From an optimization exercise on the open Yosys and OpenROAD flow, aimed at small area; shortcuts taken in it are not production practice.
In this exercise RTL edits were held to simulation tests only and were not proved equivalent to the original.
Power is estimated from default activity; no workload was simulated.

## flow/run.sh

```bash
#!/bin/bash
# synth_recipe.tcl (not shown) runs the flow's synth.tcl, then flattens the netlist and writes it again
# the make line also repeats each setting of config.mk as NAME=value (left out here)
make -C /OpenROAD-flow-scripts/flow DESIGN_CONFIG=/design/flow/config.mk WORK_HOME=/design/flow/orfs CLKGATE_MAP_FILE= SYNTH_SCRIPT=/design/flow/synth_recipe.tcl finish
```

## flow/config.mk

```make
export PLATFORM = sky130hd
export DESIGN_NAME = dcupTop
export DESIGN_NICKNAME = dcupTop
export VERILOG_FILES = /design/flow/design.v
export SDC_FILE = /design/flow/constraint.sdc
export NUM_CORES = 4
export LEC_CHECK = 0
export CAP_MARGIN = 20
export CORE_MARGIN = 2
export CORE_UTILIZATION = 40
export SLEW_MARGIN = 20
```

## flow/constraint.sdc

```tcl
create_clock -name core_clock -period 4.5 [get_ports {CLK}]
set_input_delay 0.9000 -clock core_clock [delete_from_list [all_inputs] [get_ports {CLK}]]
set_output_delay 0.9000 -clock core_clock [all_outputs]
set_load 0.01 [all_outputs]
```

## flow/design.v

```verilog
`timescale 1ns/1ps
package dcupPkg;
  localparam logic [4:0] NOP  = 5'b00000, HALT = 5'b00001, LOAD = 5'b00010, STORE = 5'b00011,
                         LDIL = 5'b00100, LDIH = 5'b00101, JUMP = 5'b00110, JMPR  = 5'b00111,
                         BZ   = 5'b01000, BNZ  = 5'b01001, BN   = 5'b01010, BNN   = 5'b01011,
                         BC   = 5'b01100, BNC  = 5'b01101, BB   = 5'b01110, BS    = 5'b01111,
                         ADD  = 5'b10000, ADDI = 5'b10001, ADDC = 5'b10010, SUB   = 5'b10011,
                         SUBI = 5'b10100, SUBB = 5'b10101, INC  = 5'b10110, CMP   = 5'b10111,
                         BE   = 5'b11000, XOR  = 5'b11001, AND  = 5'b11010, OR    = 5'b11011,
                         SLL  = 5'b11100, SLA  = 5'b11101, SRL  = 5'b11110, SRA   = 5'b11111;
  localparam logic [3:0] AluPassB = 4'd0, AluAdd = 4'd1, AluSub = 4'd2,
                         AluCmp   = 4'd3,    
                         AluAnd   = 4'd4, AluOr  = 4'd5, AluXor = 4'd6,
                         AluSll   = 4'd7, AluSrl = 4'd8;
endpackage
`timescale 1ns/1ps
module fetchUnit (
  input  logic        CLK,
  input  logic        RST,
  input  logic        EN,
  input  logic        Start,
  input  logic [15:0] Inst,
  input  logic        branchTaken,
  input  logic [7:0]  branchTarget,
  input  logic        haltSeen,
  output logic [7:0]  pc,
  output logic [15:0] fetchedInstr,
  output logic        running
);
  logic state;
  logic nextState;
  always_comb begin
    nextState = state;
    if (!state) begin
      if (EN && Start) nextState = 1'b1;
    end else begin
      if (!EN || haltSeen) nextState = 1'b0;
    end
  end
  always_ff @(posedge CLK, posedge RST) begin
    if (RST) state <= 1'b0;
    else     state <= nextState;
  end
  assign running = state;
  always_ff @(posedge CLK, posedge RST) begin
    if (RST) begin
      pc           <= '0;
      fetchedInstr <= '0;
    end else if (running) begin
      fetchedInstr <= Inst;
      if (branchTaken) pc <= branchTarget;    
      else             pc <= pc + 1'b1;
    end else if (EN && Start) begin
      pc <= '0;                               
    end
  end
endmodule
`timescale 1ns/1ps
module decodeUnit (
  input  logic        CLK,
  input  logic        RST,
  input  logic        running,
  input  logic [15:0] fetchedInstr,
  input  logic [15:0] rdData1,
  input  logic [15:0] rdData2,
  input  logic [15:0] rdData3,
  output logic [2:0]  rdIdx1,
  output logic [2:0]  rdIdx2,
  output logic [2:0]  rdIdx3,
  output logic [15:0] exInstr,       
  output logic [3:0]  exAluOp,
  output logic [15:0] exOpA,
  output logic [15:0] exOpB,
  output logic [15:0] exStoreData,   
  output logic        exSetsFlag     
);
  logic [4:0]  opcode;
  logic [15:0] imm8;
  logic [15:0] offset4;
  logic [3:0]  nxtAluOp;
  logic [15:0] nxtOpA;
  logic [15:0] nxtOpB;
  logic [15:0] nxtStoreData;
  logic        nxtSetsFlag;
  logic        keep;            
  assign rdIdx1 = fetchedInstr[10:8];
  assign rdIdx2 = fetchedInstr[6:4];
  assign rdIdx3 = fetchedInstr[2:0];
  assign opcode  = fetchedInstr[15:11];
  assign imm8    = {8'h00, fetchedInstr[7:0]};
  assign offset4 = {12'h000, fetchedInstr[3:0]};
  always_comb begin
    nxtAluOp     = dcupPkg::AluPassB;
    nxtOpA       = '0;
    nxtOpB       = '0;
    nxtStoreData = '0;
    nxtSetsFlag  = 1'b0;
    keep         = 1'b1;
    case (opcode)
      dcupPkg::NOP, dcupPkg::HALT: begin
        keep = 1'b1;
      end
      dcupPkg::LOAD, dcupPkg::STORE: begin
        nxtAluOp     = dcupPkg::AluAdd;    
        nxtOpA       = rdData2;
        nxtOpB       = offset4;
        nxtStoreData = rdData1;
      end
      dcupPkg::LDIL, dcupPkg::JUMP: begin
        nxtOpB = imm8;
      end
      dcupPkg::LDIH: begin
        nxtOpB = {fetchedInstr[7:0], 8'h00};
      end
      dcupPkg::BZ, dcupPkg::BNZ: begin
        nxtAluOp = dcupPkg::AluAdd;        
        nxtOpA   = rdData1;
        nxtOpB   = imm8;
      end
      dcupPkg::ADDI: begin
        nxtAluOp    = dcupPkg::AluAdd;
        nxtOpA      = rdData1;
        nxtOpB      = imm8;
        nxtSetsFlag = 1'b1;
      end
      dcupPkg::ADD, dcupPkg::SUB, dcupPkg::CMP, dcupPkg::AND, dcupPkg::OR, dcupPkg::XOR, dcupPkg::SLL, dcupPkg::SRL: begin
        nxtOpA      = rdData2;
        nxtOpB      = rdData3;
        nxtSetsFlag = 1'b1;
        case (opcode)
          dcupPkg::ADD:     nxtAluOp = dcupPkg::AluAdd;
          dcupPkg::SUB:     nxtAluOp = dcupPkg::AluSub;
          dcupPkg::CMP:     nxtAluOp = dcupPkg::AluCmp;
          dcupPkg::AND:     nxtAluOp = dcupPkg::AluAnd;
          dcupPkg::OR:      nxtAluOp = dcupPkg::AluOr;
          dcupPkg::XOR:     nxtAluOp = dcupPkg::AluXor;
          dcupPkg::SLL:     nxtAluOp = dcupPkg::AluSll;
          default: nxtAluOp = dcupPkg::AluSrl;
        endcase
      end
      default: begin
        keep = 1'b0;    
      end
    endcase
  end
  always_ff @(posedge CLK, posedge RST) begin
    if (RST) begin
      exInstr     <= '0;
      exAluOp     <= dcupPkg::AluPassB;
      exOpA       <= '0;
      exOpB       <= '0;
      exStoreData <= '0;
      exSetsFlag  <= 1'b0;
    end else if (running) begin
      exInstr     <= keep ? fetchedInstr : '0;    
      exAluOp     <= nxtAluOp;
      exOpA       <= nxtOpA;
      exOpB       <= nxtOpB;
      exStoreData <= nxtStoreData;
      exSetsFlag  <= nxtSetsFlag;
    end
  end
endmodule
`timescale 1ns/1ps
module registerFile (
  input  logic        CLK,
  input  logic        RST,
  input  logic        wbEn,
  input  logic [2:0]  wbIdx,
  input  logic [15:0] wbData,
  input  logic [2:0]  rdIdx1,
  input  logic [2:0]  rdIdx2,
  input  logic [2:0]  rdIdx3,
  output logic [15:0] rdData1,
  output logic [15:0] rdData2,
  output logic [15:0] rdData3
);
  logic [15:0] regs [8];
  always_ff @(posedge CLK, posedge RST) begin
    if (RST) begin
      for (int i = 0; i < 8; i++) begin
        regs[i] <= '0;
      end
    end else if (wbEn) begin
      regs[wbIdx] <= wbData;
    end
  end
  assign rdData1 = regs[rdIdx1];
  assign rdData2 = regs[rdIdx2];
  assign rdData3 = regs[rdIdx3];
endmodule
`timescale 1ns/1ps
module executeUnit (
  input  logic        CLK,
  input  logic        RST,
  input  logic        running,
  input  logic [15:0] exInstr,
  input  logic [3:0]  exAluOp,
  input  logic [15:0] exOpA,
  input  logic [15:0] exOpB,
  input  logic [15:0] exStoreData,
  input  logic        exSetsFlag,
  input  logic [15:0] DataIn,
  output logic [7:0]  dataAddr,
  output logic        dataWe,
  output logic [15:0] dataOut,
  output logic        branchTaken,
  output logic [7:0]  branchTarget,
  output logic        haltSeen,
  output logic        wbEn,
  output logic [2:0]  wbIdx,
  output logic [15:0] wbData
);
  logic [15:0] aluResult;
  logic [3:0]  shiftAmt;    
  logic [15:0] exeInstr;
  logic [15:0] exeResult;
  logic [15:0] exeStoreData;
  logic        exeWe;
  logic        zeroFlag;
  logic [15:0] memInstr;
  logic [15:0] memData;
  logic        memWrites;
  assign shiftAmt = exOpB[3:0];
  always_comb begin
    case (exAluOp)
      dcupPkg::AluPassB:       aluResult = exOpB;
      dcupPkg::AluAdd:         aluResult = exOpA + exOpB;
      dcupPkg::AluSub, dcupPkg::AluCmp: aluResult = exOpA - exOpB;
      dcupPkg::AluAnd:         aluResult = exOpA & exOpB;
      dcupPkg::AluOr:          aluResult = exOpA | exOpB;
      dcupPkg::AluXor:         aluResult = exOpA ^ exOpB;
      dcupPkg::AluSll:         aluResult = exOpA << shiftAmt;
      dcupPkg::AluSrl:         aluResult = exOpA >> shiftAmt;
      default:        aluResult = '0;
    endcase
  end
  always_ff @(posedge CLK, posedge RST) begin
    if (RST) begin
      exeInstr     <= '0;
      exeResult    <= '0;
      exeStoreData <= '0;
      exeWe        <= 1'b0;
      zeroFlag     <= 1'b0;
    end else if (running) begin
      exeInstr     <= exInstr;
      exeResult    <= aluResult;
      exeStoreData <= exStoreData;
      exeWe        <= (exInstr[15:11] == dcupPkg::STORE);
      if (exSetsFlag) begin
        zeroFlag <= (aluResult == '0);    
      end
    end else begin
      exeWe <= 1'b0;    
    end
  end
  assign dataAddr = exeResult[7:0];
  assign dataWe   = exeWe;
  assign dataOut  = exeStoreData;
  always_comb begin
    case (exeInstr[15:11])
      dcupPkg::JUMP:    branchTaken = 1'b1;
      dcupPkg::BZ:      branchTaken = zeroFlag;
      dcupPkg::BNZ:     branchTaken = !zeroFlag;
      default: branchTaken = 1'b0;
    endcase
  end
  assign branchTarget = exeResult[7:0];
  always_ff @(posedge CLK, posedge RST) begin
    if (RST) begin
      memInstr <= '0;
      memData  <= '0;
    end else if (running) begin
      memInstr <= exeInstr;
      if (exeInstr[15:11] == dcupPkg::LOAD) begin
        memData <= DataIn;
      end else begin
        memData <= exeResult;
      end
    end else begin
      memInstr <= '0;    
      memData  <= '0;
    end
  end
  always_comb begin
    case (memInstr[15:11])
      dcupPkg::LOAD, dcupPkg::LDIL, dcupPkg::LDIH, dcupPkg::ADD, dcupPkg::ADDI, dcupPkg::SUB, dcupPkg::AND, dcupPkg::OR, dcupPkg::XOR, dcupPkg::SLL, dcupPkg::SRL: memWrites = 1'b1;
      default: memWrites = 1'b0;    
    endcase
  end
  assign wbEn     = running && memWrites;
  assign wbIdx    = memInstr[10:8];
  assign wbData   = memData;
  assign haltSeen = (memInstr[15:11] == dcupPkg::HALT);
endmodule
`timescale 1ns/1ps
module dcupTop (
  input  logic        CLK,
  input  logic        RST,
  input  logic        EN,
  input  logic        Start,
  output logic [7:0]  InstMemAddr,
  input  logic [15:0] Inst,
  output logic [7:0]  DataMemAddr,
  input  logic [15:0] DataIn,
  output logic        DataMemWE,
  output logic [15:0] DataOut,
  output logic        Running
);
  logic [15:0] fetchedInstr;
  logic        branchTaken;
  logic [7:0]  branchTarget;
  logic        haltSeen;
  logic [2:0]  rdIdx1;
  logic [2:0]  rdIdx2;
  logic [2:0]  rdIdx3;
  logic [15:0] rdData1;
  logic [15:0] rdData2;
  logic [15:0] rdData3;
  logic        wbEn;
  logic [2:0]  wbIdx;
  logic [15:0] wbData;
  logic [15:0] exInstr;
  logic [3:0]  exAluOp;
  logic [15:0] exOpA;
  logic [15:0] exOpB;
  logic [15:0] exStoreData;
  logic        exSetsFlag;
  fetchUnit fetch_i (
    .CLK          (CLK),
    .RST          (RST),
    .EN           (EN),
    .Start        (Start),
    .Inst         (Inst),
    .branchTaken  (branchTaken),
    .branchTarget (branchTarget),
    .haltSeen     (haltSeen),
    .pc           (InstMemAddr),
    .fetchedInstr (fetchedInstr),
    .running      (Running)
  );
  decodeUnit decode_i (
    .CLK          (CLK),
    .RST          (RST),
    .running      (Running),
    .fetchedInstr (fetchedInstr),
    .rdData1      (rdData1),
    .rdData2      (rdData2),
    .rdData3      (rdData3),
    .rdIdx1       (rdIdx1),
    .rdIdx2       (rdIdx2),
    .rdIdx3       (rdIdx3),
    .exInstr      (exInstr),
    .exAluOp      (exAluOp),
    .exOpA        (exOpA),
    .exOpB        (exOpB),
    .exStoreData  (exStoreData),
    .exSetsFlag   (exSetsFlag)
  );
  registerFile regFile_i (
    .CLK     (CLK),
    .RST     (RST),
    .wbEn    (wbEn),
    .wbIdx   (wbIdx),
    .wbData  (wbData),
    .rdIdx1  (rdIdx1),
    .rdIdx2  (rdIdx2),
    .rdIdx3  (rdIdx3),
    .rdData1 (rdData1),
    .rdData2 (rdData2),
    .rdData3 (rdData3)
  );
  executeUnit execute_i (
    .CLK          (CLK),
    .RST          (RST),
    .running      (Running),
    .exInstr      (exInstr),
    .exAluOp      (exAluOp),
    .exOpA        (exOpA),
    .exOpB        (exOpB),
    .exStoreData  (exStoreData),
    .exSetsFlag   (exSetsFlag),
    .DataIn       (DataIn),
    .dataAddr     (DataMemAddr),
    .dataWe       (DataMemWE),
    .dataOut      (DataOut),
    .branchTaken  (branchTaken),
    .branchTarget (branchTarget),
    .haltSeen     (haltSeen),
    .wbEn         (wbEn),
    .wbIdx        (wbIdx),
    .wbData       (wbData)
  );
endmodule
```

==> notes.md <==
Status = timing/DRC/antenna clean
Syn Std Cell Area = 18300 µm²
Hold-fix buffers at CTS = 0
Die footprint = 47400 µm²
Final wirelength = 63.6 mm
Fmax = 0.239 GHz
Hold WS = 478 ps
Dominant cell by count in the synthesized netlist = sky130_fd_sc_hd__dfrtp_1
Clk pin slew, worst setup/hold paths = 60 ps
Detailed placement HPWL = 44.1 mm
P per Cell Area = 464 nW/µm²
Crit path largest cell delay = 610 ps
MaxCap Viol Count = 0
Count of standard-cell rows = 78
Count of placed standard cells in the final layout, fillers left out = 2483
Worst rel slew slack = 33.2%
Total routing usage reported by global routing = 26.6%
Detailed router's first-iteration violation count = 1646
Total power of the final layout = 9.55 mW
Share of post-route cells with drive strength above 1 = 20.1%
Post-synth EDFFs = 0
Pin slew with the least headroom to its limit = 1000 ps
Count of unique library cells instantiated by Yosys = 90
Routed vias/inst = 6.25
Number of search-and-repair iterations in the first detailed-routing pass = 5
Synth Area in Compound Gates = 17.4%
Leakage = 8.76 nW
Final instance area = 20600 µm²
Via count = 15500
Final setup violation count = 0
Top-Level Pins = 70
Hold crit path type = reg -> reg
Routed len/inst = 25.6 µm
Post-synthesis xor/xnor area fraction = 1.06%
Shortest clock period the worst path allows after layout = 4180 ps
Worst path cell trace = nor4_1, buf_4, nand3_1, nor2_1, a21oi_1, xnor2_1, ha_1, mux2_2, a221oi_1, o21ai_0, a211oi_2, o211ai_1, o41ai_2
DRC violations left = 0
Library cell with the largest summed area after synthesis = sky130_fd_sc_hd__dfrtp_1
Standard cell core area = 45200 µm²
Wire length of the first global-routing pass = 96.0 mm
Total grt overflow = 0
Aggregate negative setup slack = 0 ps
Pin count of the biggest net entering global routing = 146
CP bufs+invs = 1
Number of slew-limit violations in the final report = 0
H-tree depth = 1
Cells after synthesis = 1844
Crit path launch type = register
Area fraction of the dominant cell type after synthesis = 38.4%
Largest cells by area after synthesis = sky130_fd_sc_hd__dfrtp_1, sky130_fd_sc_hd__mux2_2, sky130_fd_sc_hd__mux4_2
Post-route fraction of the period consumed by the critical path = 92.8%
Floorplan die height = 218 µm
Post-route setup slack = 323 ps
Mean area per synthesized cell = 9.90 µm²
CTS tree = done
Buffers added on ports = 69
Total clock buffers created by CTS = 31
Setup WS pre-CTS = 210 ps
Placer's final routability congestion estimate = 0.991
Maximum number of buffers from clock root to sink = 3
Data required time of the critical path = 4980 ps
Post-synthesis simple-gate area fraction = 12.5%
Sink count of the clock tree = 280
Cell with the largest stage delay on the worst path = sky130_fd_sc_hd__a221oi_1
Signed area change from the synthesized netlist to the final layout = 12.8%
Inst Count DP = 2425
Antenna-violating nets left = 0
Synth Flop Type = sky130_fd_sc_hd__dfrtp_1
Top post-synthesis cells by count = sky130_fd_sc_hd__dfrtp_1, sky130_fd_sc_hd__mux2_2, sky130_fd_sc_hd__nand2_1
RSZ-0062 raised after global routing = false
Proportion of synthesized area in mux cells = 22.0%
Arrival time worst endpoint = 4660 ps
Largest family of logic cells by synthesized area = multiplexers
Synthesis-stage register bit count = 280
Crit-path max FO = 12
Cell at the root of the clock tree = sky130_fd_sc_hd__clkbuf_16
Die Wd = 218 µm
Adder-cell share of the synthesized area = 3.54%
Dominant delay contributor by cell family on the critical path = compound AO/OA/AOI/OAI gates
Initial Util = 40.4%
Nature of the critical path endpoint = register
Synthesis warning total = 5
Layout net count = 1945
Utilization after layout = 45.6%
Clock latency reported for the late side of the worst-skew pair = 600 ps
Worst-case vdd ir drop = 358 µV
Antenna violations before repair = 4
Maximum clock skew at final layout = 32.6 ps
Via count of the first global-routing pass = 15100
Synthesized net count = 1931
Share of async-settable or async-resettable flops after synthesis = 100%
Portion of the post-synthesis area used by sequential elements = 38.4%
Final number of hold-violating endpoints = 0
Critical setup path kind = reg -> reg
Area post-placement = 19600 µm²
==> where the power goes <==
group	leakage, nW	internal, mW	switching [mW]	total (mW)
Sequential	3.75	2.87	0.612	3.48
Combinational	4.52	1.48	2.12	3.60
Clock	0.491	1.40	1.07	2.47
Total	8.76	5.75	3.80	9.55
==> sequential cells by signal, indices dropped and copies added (netlist names), 4 cells and up <==
name	cells
decode_i.exStoreData	16
decode_i.exInstr	8
execute_i.memData	16
execute_i.exeResult	16
decode_i.exOpB	16
fetch_i.fetchedInstr	16
regFile_i.regs	128
execute_i.memInstr	8
execute_i.exeStoreData	16
decode_i.exOpA	16
fetch_i.pc	8
decode_i.exAluOp	4
execute_i.exeInstr	8
==> per-layer routing <==
layer	GRT usage [%]	vias up	part of all wire, %
met3	4.80	168	7.4
li1	-	6868	-
met1	35.0	7756	42
met4	12.9	2	5.2
met2	42.4	716	46
met5	0	-	0.014
==> placed cells by master, fill, tap and decap left out, types with 8 or more instances in the layout <==
master and count:
sky130_fd_sc_hd__o21ai_0 116, sky130_fd_sc_hd__mux2_2 185, sky130_fd_sc_hd__o22ai_1 28, sky130_fd_sc_hd__clkbuf_16 31
sky130_fd_sc_hd__clkbuf_1 8, sky130_fd_sc_hd__nor3_1 28, sky130_fd_sc_hd__nand2_1 147, sky130_fd_sc_hd__nand3b_1 9
sky130_fd_sc_hd__a221oi_1 36, sky130_fd_sc_hd__xnor2_1 19, sky130_fd_sc_hd__nor2_1 142, sky130_fd_sc_hd__o211ai_1 10
sky130_fd_sc_hd__a21oi_1 125, sky130_fd_sc_hd__nand2b_1 15, sky130_fd_sc_hd__nor4_1 15, sky130_fd_sc_hd__nor2b_1 16
sky130_fd_sc_hd__mux2i_1 64, sky130_fd_sc_hd__and3_1 8, sky130_fd_sc_hd__a221o_1 11, sky130_fd_sc_hd__o2bb2ai_1 21
sky130_fd_sc_hd__o221ai_1 8, sky130_fd_sc_hd__ha_1 50, sky130_fd_sc_hd__clkbuf_8 8, sky130_fd_sc_hd__a22o_1 18
sky130_fd_sc_hd__clkdlybuf4s50_1 69, sky130_fd_sc_hd__buf_4 56, sky130_fd_sc_hd__mux2_1 9, sky130_fd_sc_hd__a211oi_1 23
sky130_fd_sc_hd__and2_1 14, sky130_fd_sc_hd__nand3_1 36, sky130_fd_sc_hd__dfrtp_1 275, sky130_fd_sc_hd__a31oi_1 16
sky130_fd_sc_hd__mux4_2 53, sky130_fd_sc_hd__inv_1 68
==> what timing repair did <==
| item | 4_1_cts | 5_1_grt |
|---|---|---|
| resized for setup | 0 | 1 |
| setup buffers | 0 | 0 |
| setup endpoints to repair | 0 | 2 |
==> cell type report <==
class | count | area, µm²
diodes | 1 | 2.50
clock buffers | 47 | 916
clock inverters | 10 | 75.1
fillers | 4308 | 24600
inverters | 72 | 274
multi-input cells | 1343 | 10300
flip-flops and latches | 280 | 7020
well taps | 600 | 751
repair buffers | 130 | 1210
==> final timing paths <==
kind                                            from                       end  slack [ps]  cells past startpoint
worst max-delay path               decode_i.exOpB[3]        execute_i.zeroFlag         320                     13
worst min-delay path            decode_i.exInstr[13]           execute_i.exeWe         480                      1
worst max register to register     decode_i.exOpB[3]        execute_i.zeroFlag         320                     13
worst min register to register  decode_i.exInstr[13]           execute_i.exeWe         480                      1
max in group asynchronous                        RST         decode_i.exOpB[1]        2720                      3
min in group asynchronous                        RST  fetch_i.fetchedInstr[10]         750                      2
==> cell families after synthesis <==
group                      count (synthesis)
DFF                                      280
muxes                                    311
and+or+nand+nor                          478
AOI/OAI and AO/OA                        481
buffers and inverters                    221
adders and majority gates                 51
xor gates and xnor gates                  22

## static timing again, ports no longer ideal
The flow's constraints put no driver on any port. The routed layout listed below was extracted and timed again, unchanged, in two steps.
Step 1 sets driving cells, clkbuf_16 on the clock port and buf_2 on the other inputs (assumed; they add their load-dependent delay and slew).
Step 2 moves the port delays by t, midway between the first and last clock arrival at a register: inputs arrive t later, outputs are due t later. That takes back most of the time a late clock gives input paths.
Slacks: ideal ports / drivers / drivers and shift; pairs: ideal ports / drivers.
t, ns: 0.641
setup slack, ns: 0.323 / 0.323 / 0.323
slew at the worst register clock pin (ns): 0.07 / 0.07
worst slew at a driven data input, ns: 0.05
After both steps setup and hold are still met in this run. The setup slack of this run moves by 0.000 ns with the drivers and by 0.000 ns with both steps.
